What follows belongs to an exercise in optimizing a design on an open flow for small area and few clock cycles; a production flow would make more cautious choices.
In this exercise RTL edits were held to simulation tests only and were not proved equivalent to the original.
No activity file was given, so power comes from the tool's default toggle rates.

[flow/run.sh]
#!/bin/bash
# synth_recipe.tcl (not shown) runs the flow's synth.tcl, then flattens the netlist and writes it again
# the make line also repeats each setting of config.mk as NAME=value (left out here)
make -C /OpenROAD-flow-scripts/flow DESIGN_CONFIG=/design/flow/config.mk WORK_HOME=/design/flow/orfs CLKGATE_MAP_FILE= SYNTH_SCRIPT=/design/flow/synth_recipe.tcl finish
[flow/config.mk]
export PLATFORM = sky130hd
export DESIGN_NAME = rotated_span_address_generator_core
export DESIGN_NICKNAME = rotated_span_address_generator_core
export VERILOG_FILES = /design/flow/design.v
export SDC_FILE = /design/flow/constraint.sdc
export NUM_CORES = 4
export LEC_CHECK = 0
export CAP_MARGIN = 20
export CORE_MARGIN = 2
export CORE_UTILIZATION = 40
export SLEW_MARGIN = 20
[flow/constraint.sdc]
create_clock -name core_clock -period 7.0 [get_ports {i_clk}]
set_input_delay 1.4000 -clock core_clock [delete_from_list [all_inputs] [get_ports {i_clk}]]
set_output_delay 1.4000 -clock core_clock [all_outputs]
set_load 0.01 [all_outputs]
[flow/design.v]
`default_nettype none
package rsag_pkg;
    localparam int MAX_SPAN    = 64;
    localparam int PIXEL_BYTES = 2;
    localparam int LEN_W = 7;
    localparam int PB_W  = $clog2(PIXEL_BYTES) + 2;
    localparam logic [LEN_W-1:0]       MAX_SPAN_V    = LEN_W'(MAX_SPAN);
    localparam logic signed [PB_W-1:0] PIXEL_BYTES_S = PB_W'(PIXEL_BYTES);
    typedef enum logic [2:0] {
        REG_ORIGIN_X      = 3'd0,
        REG_ORIGIN_Y      = 3'd1,
        REG_CLIP_LEFT     = 3'd2,
        REG_CLIP_RIGHT    = 3'd3,
        REG_CLIP_TOP      = 3'd4,
        REG_CLIP_BOTTOM   = 3'd5,
        REG_SOURCE_STRIDE = 3'd6,
        REG_DEST_STRIDE   = 3'd7
    } t_reg_idx;
    typedef struct packed {
        logic signed [15:0] origin_x;
        logic signed [15:0] origin_y;
        logic signed [15:0] clip_left;
        logic signed [15:0] clip_right;
        logic signed [15:0] clip_top;
        logic signed [15:0] clip_bottom;
        logic [15:0]        source_stride;
        logic [15:0]        dest_stride;
    } t_cfg;
    typedef struct packed {
        logic               valid;
        logic               last;
        logic [LEN_W-1:0]   idx;
        logic signed [16:0] x;
        logic signed [16:0] y;
        logic signed [15:0] src_x0;
        logic signed [15:0] src_y0;
        logic signed [31:0] step_x;
        logic signed [31:0] step_y;
    } t_pix;
endpackage
`default_nettype wire
`default_nettype none
module rsag_walker (
    input  wire logic                        i_clk,
    input  wire logic                        i_rst_n,
    input  wire rsag_pkg::t_cfg              i_cfg,
    input  wire logic                        i_start,
    output logic                             o_busy,
    input  wire logic signed [15:0]          i_row_offset,
    input  wire logic signed [15:0]          i_column_offset,
    input  wire logic signed [15:0]          i_src_start_x,
    input  wire logic signed [15:0]          i_src_start_y,
    input  wire logic signed [31:0]          i_step_x,
    input  wire logic signed [31:0]          i_step_y,
    input  wire logic [rsag_pkg::LEN_W-1:0]  i_span_length,
    output rsag_pkg::t_pix                   o_pix
);
    typedef enum logic [2:0] {
        ST_IDLE  = 3'b001,
        ST_BOUND = 3'b010,
        ST_RUN   = 3'b100
    } t_state;
    t_state             r_state, n_state;
    logic signed [16:0] r_y, r_x;
    logic [rsag_pkg::LEN_W-1:0]   r_len;
    logic signed [15:0] r_sx0, r_sy0;
    logic signed [31:0] r_stx, r_sty;
    logic [rsag_pkg::LEN_W-1:0]   r_i, r_end;
    logic signed [17:0] left_gap, room, first_c, hi_c, len_s;
    logic               row_ok, nonempty, last_c;
    always_comb begin
        left_gap = {{2{i_cfg.clip_left[15]}}, i_cfg.clip_left} - {r_x[16], r_x};
        room     = {{2{i_cfg.clip_right[15]}}, i_cfg.clip_right} - {r_x[16], r_x} + 18'sd1;
        len_s    = $signed({{(18-rsag_pkg::LEN_W){1'b0}}, r_len});
        first_c  = (left_gap > 18'sd0) ? left_gap : 18'sd0;
        hi_c     = (room < len_s) ? room : len_s;
        row_ok   = (r_y >= $signed({i_cfg.clip_top[15], i_cfg.clip_top}))
                && (r_y <= $signed({i_cfg.clip_bottom[15], i_cfg.clip_bottom}));
        nonempty = row_ok && (first_c < hi_c);
        last_c   = ((r_i + rsag_pkg::LEN_W'(1)) == r_end);
    end
    always_comb begin
        n_state = r_state;
        unique case (r_state)
            ST_IDLE: begin
                if (i_start) begin
                    n_state = ST_BOUND;
                end
            end
            ST_BOUND: begin
                n_state = nonempty ? ST_RUN : ST_IDLE;
            end
            ST_RUN: begin
                if (last_c) begin
                    n_state = ST_IDLE;
                end
            end
            default: n_state = ST_IDLE;
        endcase
    end
    always_ff @(posedge i_clk) begin
        if (!i_rst_n) begin
            r_state <= ST_IDLE;
        end else begin
            r_state <= n_state;
        end
    end
    always_ff @(posedge i_clk) begin
        if (r_state == ST_IDLE && i_start) begin
            r_y   <= {i_cfg.origin_y[15], i_cfg.origin_y} + {i_row_offset[15], i_row_offset};
            r_x   <= {i_cfg.origin_x[15], i_cfg.origin_x}
                   + {i_column_offset[15], i_column_offset};
            r_len <= (i_span_length > rsag_pkg::MAX_SPAN_V) ? rsag_pkg::MAX_SPAN_V : i_span_length;
            r_sx0 <= i_src_start_x;
            r_sy0 <= i_src_start_y;
            r_stx <= i_step_x;
            r_sty <= i_step_y;
        end
        if (r_state == ST_BOUND) begin
            r_i   <= first_c[rsag_pkg::LEN_W-1:0];
            r_end <= hi_c[rsag_pkg::LEN_W-1:0];
        end else if (r_state == ST_RUN) begin
            r_i <= r_i + rsag_pkg::LEN_W'(1);
        end
    end
    assign o_busy = (r_state != ST_IDLE);
    always_comb begin
        o_pix.valid  = (r_state == ST_RUN);
        o_pix.last   = last_c;
        o_pix.idx    = r_i;
        o_pix.x      = r_x;
        o_pix.y      = r_y;
        o_pix.src_x0 = r_sx0;
        o_pix.src_y0 = r_sy0;
        o_pix.step_x = r_stx;
        o_pix.step_y = r_sty;
    end
endmodule
`default_nettype wire
`default_nettype none
module rsag_pipe (
    input  wire logic               i_clk,
    input  wire logic               i_rst_n,
    input  wire logic [15:0]        i_source_stride,
    input  wire logic [15:0]        i_dest_stride,
    input  wire rsag_pkg::t_pix     i_pix,
    output logic                    o_valid,
    output logic signed [47:0]      o_source_offset,
    output logic signed [47:0]      o_dest_offset,
    output logic                    o_last_pixel
);
    logic               r_v1, r_l1;
    logic signed [39:0] r_px1, r_py1;
    logic signed [15:0] r_sx01, r_sy01;
    logic signed [16:0] r_y1;
    logic signed [17:0] r_dx1;
    logic               r_v2, r_l2;
    logic signed [24:0] r_sx2, r_sy2;
    logic signed [16:0] r_y2;
    logic signed [17:0] r_dx2;
    logic                       r_v3, r_l3;
    logic signed [41:0]         r_soy3;
    logic signed [24+rsag_pkg::PB_W:0]    r_sox3;
    logic signed [33:0]         r_doy3;
    logic signed [17+rsag_pkg::PB_W:0]    r_dox3;
    always_ff @(posedge i_clk) begin
        if (!i_rst_n) begin
            r_v1    <= 1'b0;
            r_v2    <= 1'b0;
            r_v3    <= 1'b0;
            o_valid <= 1'b0;
        end else begin
            r_v1    <= i_pix.valid;
            r_v2    <= r_v1;
            r_v3    <= r_v2;
            o_valid <= r_v3;
        end
    end
    always_ff @(posedge i_clk) begin
        r_l1   <= i_pix.last;
        r_px1  <= i_pix.step_x * $signed({1'b0, i_pix.idx});
        r_py1  <= i_pix.step_y * $signed({1'b0, i_pix.idx});
        r_sx01 <= i_pix.src_x0;
        r_sy01 <= i_pix.src_y0;
        r_y1   <= i_pix.y;
        r_dx1  <= {i_pix.x[16], i_pix.x} + $signed({{(18-rsag_pkg::LEN_W){1'b0}}, i_pix.idx});
        r_l2  <= r_l1;
        r_sx2 <= {{9{r_sx01[15]}}, r_sx01} + {r_px1[39], r_px1[39:16]};
        r_sy2 <= {{9{r_sy01[15]}}, r_sy01} + {r_py1[39], r_py1[39:16]};
        r_y2  <= r_y1;
        r_dx2 <= r_dx1;
        r_l3   <= r_l2;
        r_soy3 <= r_sy2 * $signed({1'b0, i_source_stride});
        r_sox3 <= r_sx2 * rsag_pkg::PIXEL_BYTES_S;
        r_doy3 <= r_y2 * $signed({1'b0, i_dest_stride});
        r_dox3 <= r_dx2 * rsag_pkg::PIXEL_BYTES_S;
        o_last_pixel    <= r_l3;
        o_source_offset <= 48'(r_soy3) + 48'(r_sox3);
        o_dest_offset   <= 48'(r_doy3) + 48'(r_dox3);
    end
endmodule
`default_nettype wire
`default_nettype none
module rotated_span_address_generator_core (
    input  wire logic                        i_clk,
    input  wire logic                        i_rst_n,
    input  wire logic                        i_start,
    output logic                             o_busy,
    input  wire logic                        i_cfg_we,
    input  wire logic [2:0]                  i_cfg_index,
    input  wire logic [15:0]                 i_cfg_data,
    input  wire logic signed [15:0]          i_row_offset,
    input  wire logic signed [15:0]          i_column_offset,
    input  wire logic signed [15:0]          i_src_start_x,
    input  wire logic signed [15:0]          i_src_start_y,
    input  wire logic signed [31:0]          i_step_x,
    input  wire logic signed [31:0]          i_step_y,
    input  wire logic [rsag_pkg::LEN_W-1:0]  i_span_length,
    output logic                             o_valid,
    output logic signed [47:0]               o_source_offset,
    output logic signed [47:0]               o_dest_offset,
    output logic                             o_last_pixel
);
    rsag_pkg::t_cfg r_cfg;
    rsag_pkg::t_pix pix;
    always_ff @(posedge i_clk) begin
        if (!i_rst_n) begin
            r_cfg.origin_x      <= 16'sh0000;
            r_cfg.origin_y      <= 16'sh0000;
            r_cfg.clip_left     <= 16'sh8000;
            r_cfg.clip_right    <= 16'sh7FFF;
            r_cfg.clip_top      <= 16'sh8000;
            r_cfg.clip_bottom   <= 16'sh7FFF;
            r_cfg.source_stride <= 16'h0000;
            r_cfg.dest_stride   <= 16'h0000;
        end else if (i_cfg_we) begin
            unique case (i_cfg_index)
                rsag_pkg::REG_ORIGIN_X:      r_cfg.origin_x      <= $signed(i_cfg_data);
                rsag_pkg::REG_ORIGIN_Y:      r_cfg.origin_y      <= $signed(i_cfg_data);
                rsag_pkg::REG_CLIP_LEFT:     r_cfg.clip_left     <= $signed(i_cfg_data);
                rsag_pkg::REG_CLIP_RIGHT:    r_cfg.clip_right    <= $signed(i_cfg_data);
                rsag_pkg::REG_CLIP_TOP:      r_cfg.clip_top      <= $signed(i_cfg_data);
                rsag_pkg::REG_CLIP_BOTTOM:   r_cfg.clip_bottom   <= $signed(i_cfg_data);
                rsag_pkg::REG_SOURCE_STRIDE: r_cfg.source_stride <= i_cfg_data;
                rsag_pkg::REG_DEST_STRIDE:   r_cfg.dest_stride   <= i_cfg_data;
                default:           r_cfg               <= r_cfg;
            endcase
        end
    end
    rsag_walker u_walker (
        .i_clk           (i_clk),
        .i_rst_n         (i_rst_n),
        .i_cfg           (r_cfg),
        .i_start         (i_start),
        .o_busy          (o_busy),
        .i_row_offset    (i_row_offset),
        .i_column_offset (i_column_offset),
        .i_src_start_x   (i_src_start_x),
        .i_src_start_y   (i_src_start_y),
        .i_step_x        (i_step_x),
        .i_step_y        (i_step_y),
        .i_span_length   (i_span_length),
        .o_pix           (pix)
    );
    rsag_pipe u_pipe (
        .i_clk           (i_clk),
        .i_rst_n         (i_rst_n),
        .i_source_stride (r_cfg.source_stride),
        .i_dest_stride   (r_cfg.dest_stride),
        .i_pix           (pix),
        .o_valid         (o_valid),
        .o_source_offset (o_source_offset),
        .o_dest_offset   (o_dest_offset),
        .o_last_pixel    (o_last_pixel)
    );
endmodule
`default_nettype wire
==> summary.md <==
| Metric | Value |
|---|---|
| Longest Clk Path Bufs | `3` |
| Reg area | `between 15,000 and 20,000 sq um` |
| H-tree Lvls | `3` |
| Multi-input gate area | `about 47,000 sq um` |
| Residual DRC | `0` |
| Pre-antenna DRT Iters | `8` |
| Reg2reg path depth | `23` |
| Worst hold slack | `roughly 320 ps` |
| Total clock sinks | `around 700` |
| Max-slew violations | `0` |
| HP Class | `reg -> reg` |
| Yosys warnings | `3` |
| Post-synthesis cell area | `about 68,000 sq um` |
| IO Port Bufs | `about 260` |
| Die Footprint | `between 150,000 and 200,000 sq um` |
| Nets@finish | `9,138` |
| Fin cells | `between 9k and 10k` |
| CP Class | `reg -> reg` |
| GRT Total Usage | `20.22%` |
| Area grow syn2layout | `12.30%` |
| Placed instance area | `~73,000 sq um` |
| Routed WL | `~170,000 microns` |
| Min-Delay Endpoint | `u_pipe.r_dox3[2]` |
| Worst reg2reg setup slack | `a little over 400 ps` |
| Post-DP HPWL | `roughly 140,000 microns` |
| Clock-pin slew on the worst setup and hold paths | `roughly 60 ps` |
| Pin count of the biggest net entering global routing | `140` |
| GP Congestion | `0.8822` |
| Worst setup EP type | `register` |
| Distinct cells, synth | `a little over 80` |
| Part of the cycle the worst path needs | `between 90% and 100%` |
| CTS Buf Count | `between 80 and 90` |
| Number of enable flip-flop cells after synthesis | `roughly 150` |
| Worst Path Required | `7610 ps` |
| Max Cap Violations | `0` |
| Final Power | `18.98 mW` |
| First-pass GRT wire length | `277,000 microns` |
| Initial core utilization | `roughly 40%` |
| Status | `timing/DRC/antenna clean` |
| Post-synthesis cell count | `approximately 7.1k` |
| DIE WIDTH | `415.3 microns` |
| Commonest non-fill, non-tap cell in the layout | `inv_1` |
| TritonCTS clock tree | `done` |
| Avg Inst Size Synth | `between 9 and 10 sq um` |
| Met3 Track Usage GR | `under 10%` |
| Syn_nets | `around 8.9k` |
| M2 GR Usage | `roughly a third` |
| Fraction of registers with async set/reset | `0%` |
| Detailed Route Iter0 Violations | `between 2k and 3k` |
| Worst EP arrival | `a little over 7000 ps` |
| I/O pins | `257` |
| Startpoint types | `register` |
| Setup TNS | `0 ps` |
| Hold path cells | `0` |
| Vias in the first global route | `between 40k and 50k` |
| Rows | `150` |
| Via-to-Cell Ratio | `4.935` |
| Power Density | `about 250 nW/um^2` |
| Finish-stage setup viols | `0` |
| Drt wl/cell | `17.91 microns` |
| Final ANT Viol Nets | `0` |
| Core area | `approximately 170,000 sq um` |
| Vias | `47.55k` |
| Min-Delay Startpoint | `u_pipe.r_dx2[1]` |
| Max Clock Freq | `roughly 0.15 GHz` |
| Post-route cell area | `between 70,000 and 80,000 sq um` |
| Leak pwr | `roughly 35 nW` |
| Filler cells | `about 16k` |
| Critical R2R Capture | `u_pipe.r_soy3[41]` |
| Seq cells post-synth | `slightly below 700` |
| Final Hold Viols | `0` |
| Die Span Y | `415.3 microns` |
| Worst-Skew Late Latency | `about 700 ps` |
| Final Critical Period | `between 6000 and 7000 ps` |
| Most frequent cells in the layout | `1,308 x inv_1, 1,009 x fa_1, 934 x nand2_1, 615 x ha_1, 597 x and2_1` |
| Initial antenna violation count | `11` |
| GRT busiest layer | `met2` |
| Actual slew at the worst max-slew pin | `1081 ps` |
| Met1 Use GR | `between 20% and 30%` |
| VDD IR max | `around 0.22 mV` |
| Clock skew | `roughly 31 ps` |
| Share of post-route cells with drive strength above 1 | `under 10%` |
| RSZ-0062 raised after global routing | `false` |
| Seq/Total Area, Yosys | `between 20% and 30%` |
| RR Startpoint | `r_cfg[18]` |
| Root Driver | `clkbuf_16` |
| Ys flop type | `dfxtp_1` |
| Crit path max fanout | `15` |
| Grt total ovfl | `0` |
| Hold-fix buffers, CTS | `0` |
| Max_slew headroom | `27.73%` |
| Inst Count DP | `approximately 9.5k` |
## cells in the mapped netlist, types with 8 or more instances
cell type  instances  area [sq um]
inv_1           1308          4910
fa_1            1009         20200
nand2_1          934          3506
ha_1             616          7707
and2_1           597          3735
dfxtp_1          536         10730
a21oi_1          212          1061
nor2_1           211         792.0
xnor2_1          208          1822
clkbuf_1         197         739.5
edfxtp_1         151          4534
a21o_1           121         908.4
o21ai_0          121         605.6
a21boi_0         112         840.8
nand3_1           87         435.4
xor2_1            74         648.1
nor3_1            69         345.3
nor2b_1           65         406.6
o21a_1            52         390.4
nand2b_1          44         275.3
o211ai_1          38         285.3
a211oi_1          32         240.2
o21bai_1          29         217.7
and3_1            27         168.9
nand4_1           25         156.4
buf_4             18         135.1
or3_1             18         112.6
o31ai_1           17         127.6
clkbuf_2          16         80.08
a31oi_1           15         93.84
nor4_1            13         81.33
a211o_1           12         105.1
or2_2             11         68.82
a31o_2             8         70.07
nand3b_1           8         60.06
## per-stage QoR
step	setup WS [ps]	util [%]
after global placement	96.76	43.50
after floorplan	654.5	-
after detailed placement	43.40	43.50
after CTS	102.4	45.29
after global routing	14.81	45.33
final	404.9	45.34
## state kept, by name, indices dropped and copies added (netlist names), 17 cells and up
register,cells
u_pipe.r_px1,24
u_pipe.r_sox3,25
u_pipe.r_dx1,18
u_pipe.r_dox3,18
u_pipe.r_sy2,25
u_pipe.r_doy3,34
u_walker.r_x,17
u_pipe.r_dx2,18
u_pipe.r_soy3,42
u_walker.r_sty,32
u_pipe.r_y1,17
u_pipe.r_py1,24
r_cfg,128
u_walker.r_stx,32
u_pipe.r_sx2,25
u_pipe.o_source_offset,43
u_pipe.o_dest_offset,35
u_pipe.r_y2,17
u_walker.r_y,17
## worst max-delay path: stages (launching register included)
cell and delay [ps]:
dfxtp_2 530, buf_4 250, nand2_1 100, fa_1 540
inv_1 50, fa_1 540, inv_1 60, fa_1 490
fa_1 540, inv_1 50, fa_1 490, fa_1 420
ha_1 340, a21o_1 180, nor3_1 120, o21ai_1 120
a311o_1 410, a21oi_2 150, buf_4 170, a2111o_1 180
a21oi_1 70, a2111o_1 390, a21oi_1 180, xnor2_1 140
## layout make-up
| type | count | area share, % |
|---|---|---|
| clock inverter | 47 | 0.7525 |
| tap | 2204 | 3.629 |
| antenna | 7 | 0.02305 |
| inverter | 1308 | 6.461 |
| sequential | 687 | 20.11 |
| timing repair buffer | 371 | 4.531 |
| multi-input combinational | 4902 | 61.30 |
| clock buffer | 109 | 3.191 |
## power breakdown
part | total [mW] | internal [mW] | switching [mW]
Sequential | 5.75 | 5.04 | 0.717
Clock | 4.70 | 2.81 | 1.89
Combinational | 8.53 | 3.79 | 4.74
Total | 19.0 | 11.6 | 7.35
## timing repair
| item | in CTS | in global routing |
|---|---|---|
| endpoints found under the setup margin | 1 | 8 |
| resized for setup | 1 | 20 |
| pin swaps | 0 | 1 |
| setup buffers | 0 | 0 |
## worst max-delay path by stage
stage	from	endpoint	slack [ps]	cells past startpoint
2_1_floorplan	r_cfg[21]	u_pipe.r_soy3[40]	650	26
3_3_place_gp	u_walker.r_x[1]	u_walker.r_state[0]	100	29
3_5_place_dp	u_walker.r_x[1]	u_walker.r_state[0]	40	29
4_1_cts	u_walker.r_x[1]	u_walker.r_state[0]	100	29
5_1_grt	u_walker.r_x[1]	u_walker.r_state[0]	10	29
6_report	r_cfg[18]	u_pipe.r_soy3[41]	400	23
## routing by layer
metal	wire length (microns)	vias up	part of all wire (%)
li1	-	22740	-
met1	78230	23530	45
met2	80870	1070	47
met3	7652	217	4.4
met4	5800	2	3.4
met5	13	-	0.0075
## cell families after synthesis
logic type / after synthesis / synth area share, %
AOI/OAI and AO/OA: 857 / 8.486
xor gates and xnor gates: 282 / 3.650
adders and majority gates: 1625 / 41.24
buffers and inverters: 1545 / 8.702
DFF: 687 / 22.56
muxes: 8 / 0.1239
other: 1 / 0.005542
and+or+nand+nor: 2129 / 15.23
Testbench counts, summed over its fixed seeds: cycles 134,831.

## static timing again, ports no longer ideal
How much do the figures lean on ideal ports? The routed layout below was timed once more, with nothing changed but the port constraints. Step 1: set_driving_cell puts a clkbuf_16 on i_clk and a buf_2 on each other input, an assumption about the parent block. Step 2 adds t to the input delays and takes it off the output delays; t is the mean of the earliest and latest rising clock arrival at the registers after step 1. Input paths then give back, and output paths get back, about the clock's delay inside the block. a / b / c = ideal / step 1 / step 2; a / b = the first two.
t, ns: 0.773
setup slack, ns: 0.405 / 0.405 / 0.405
worst data-port slew with drivers (ns): 0.18
cell pins on the clock port's net: 1
After both steps setup and hold are still met in this run. For this run, drivers alone change the setup slack by 0.000 ns; drivers and shift together by 0.000 ns.
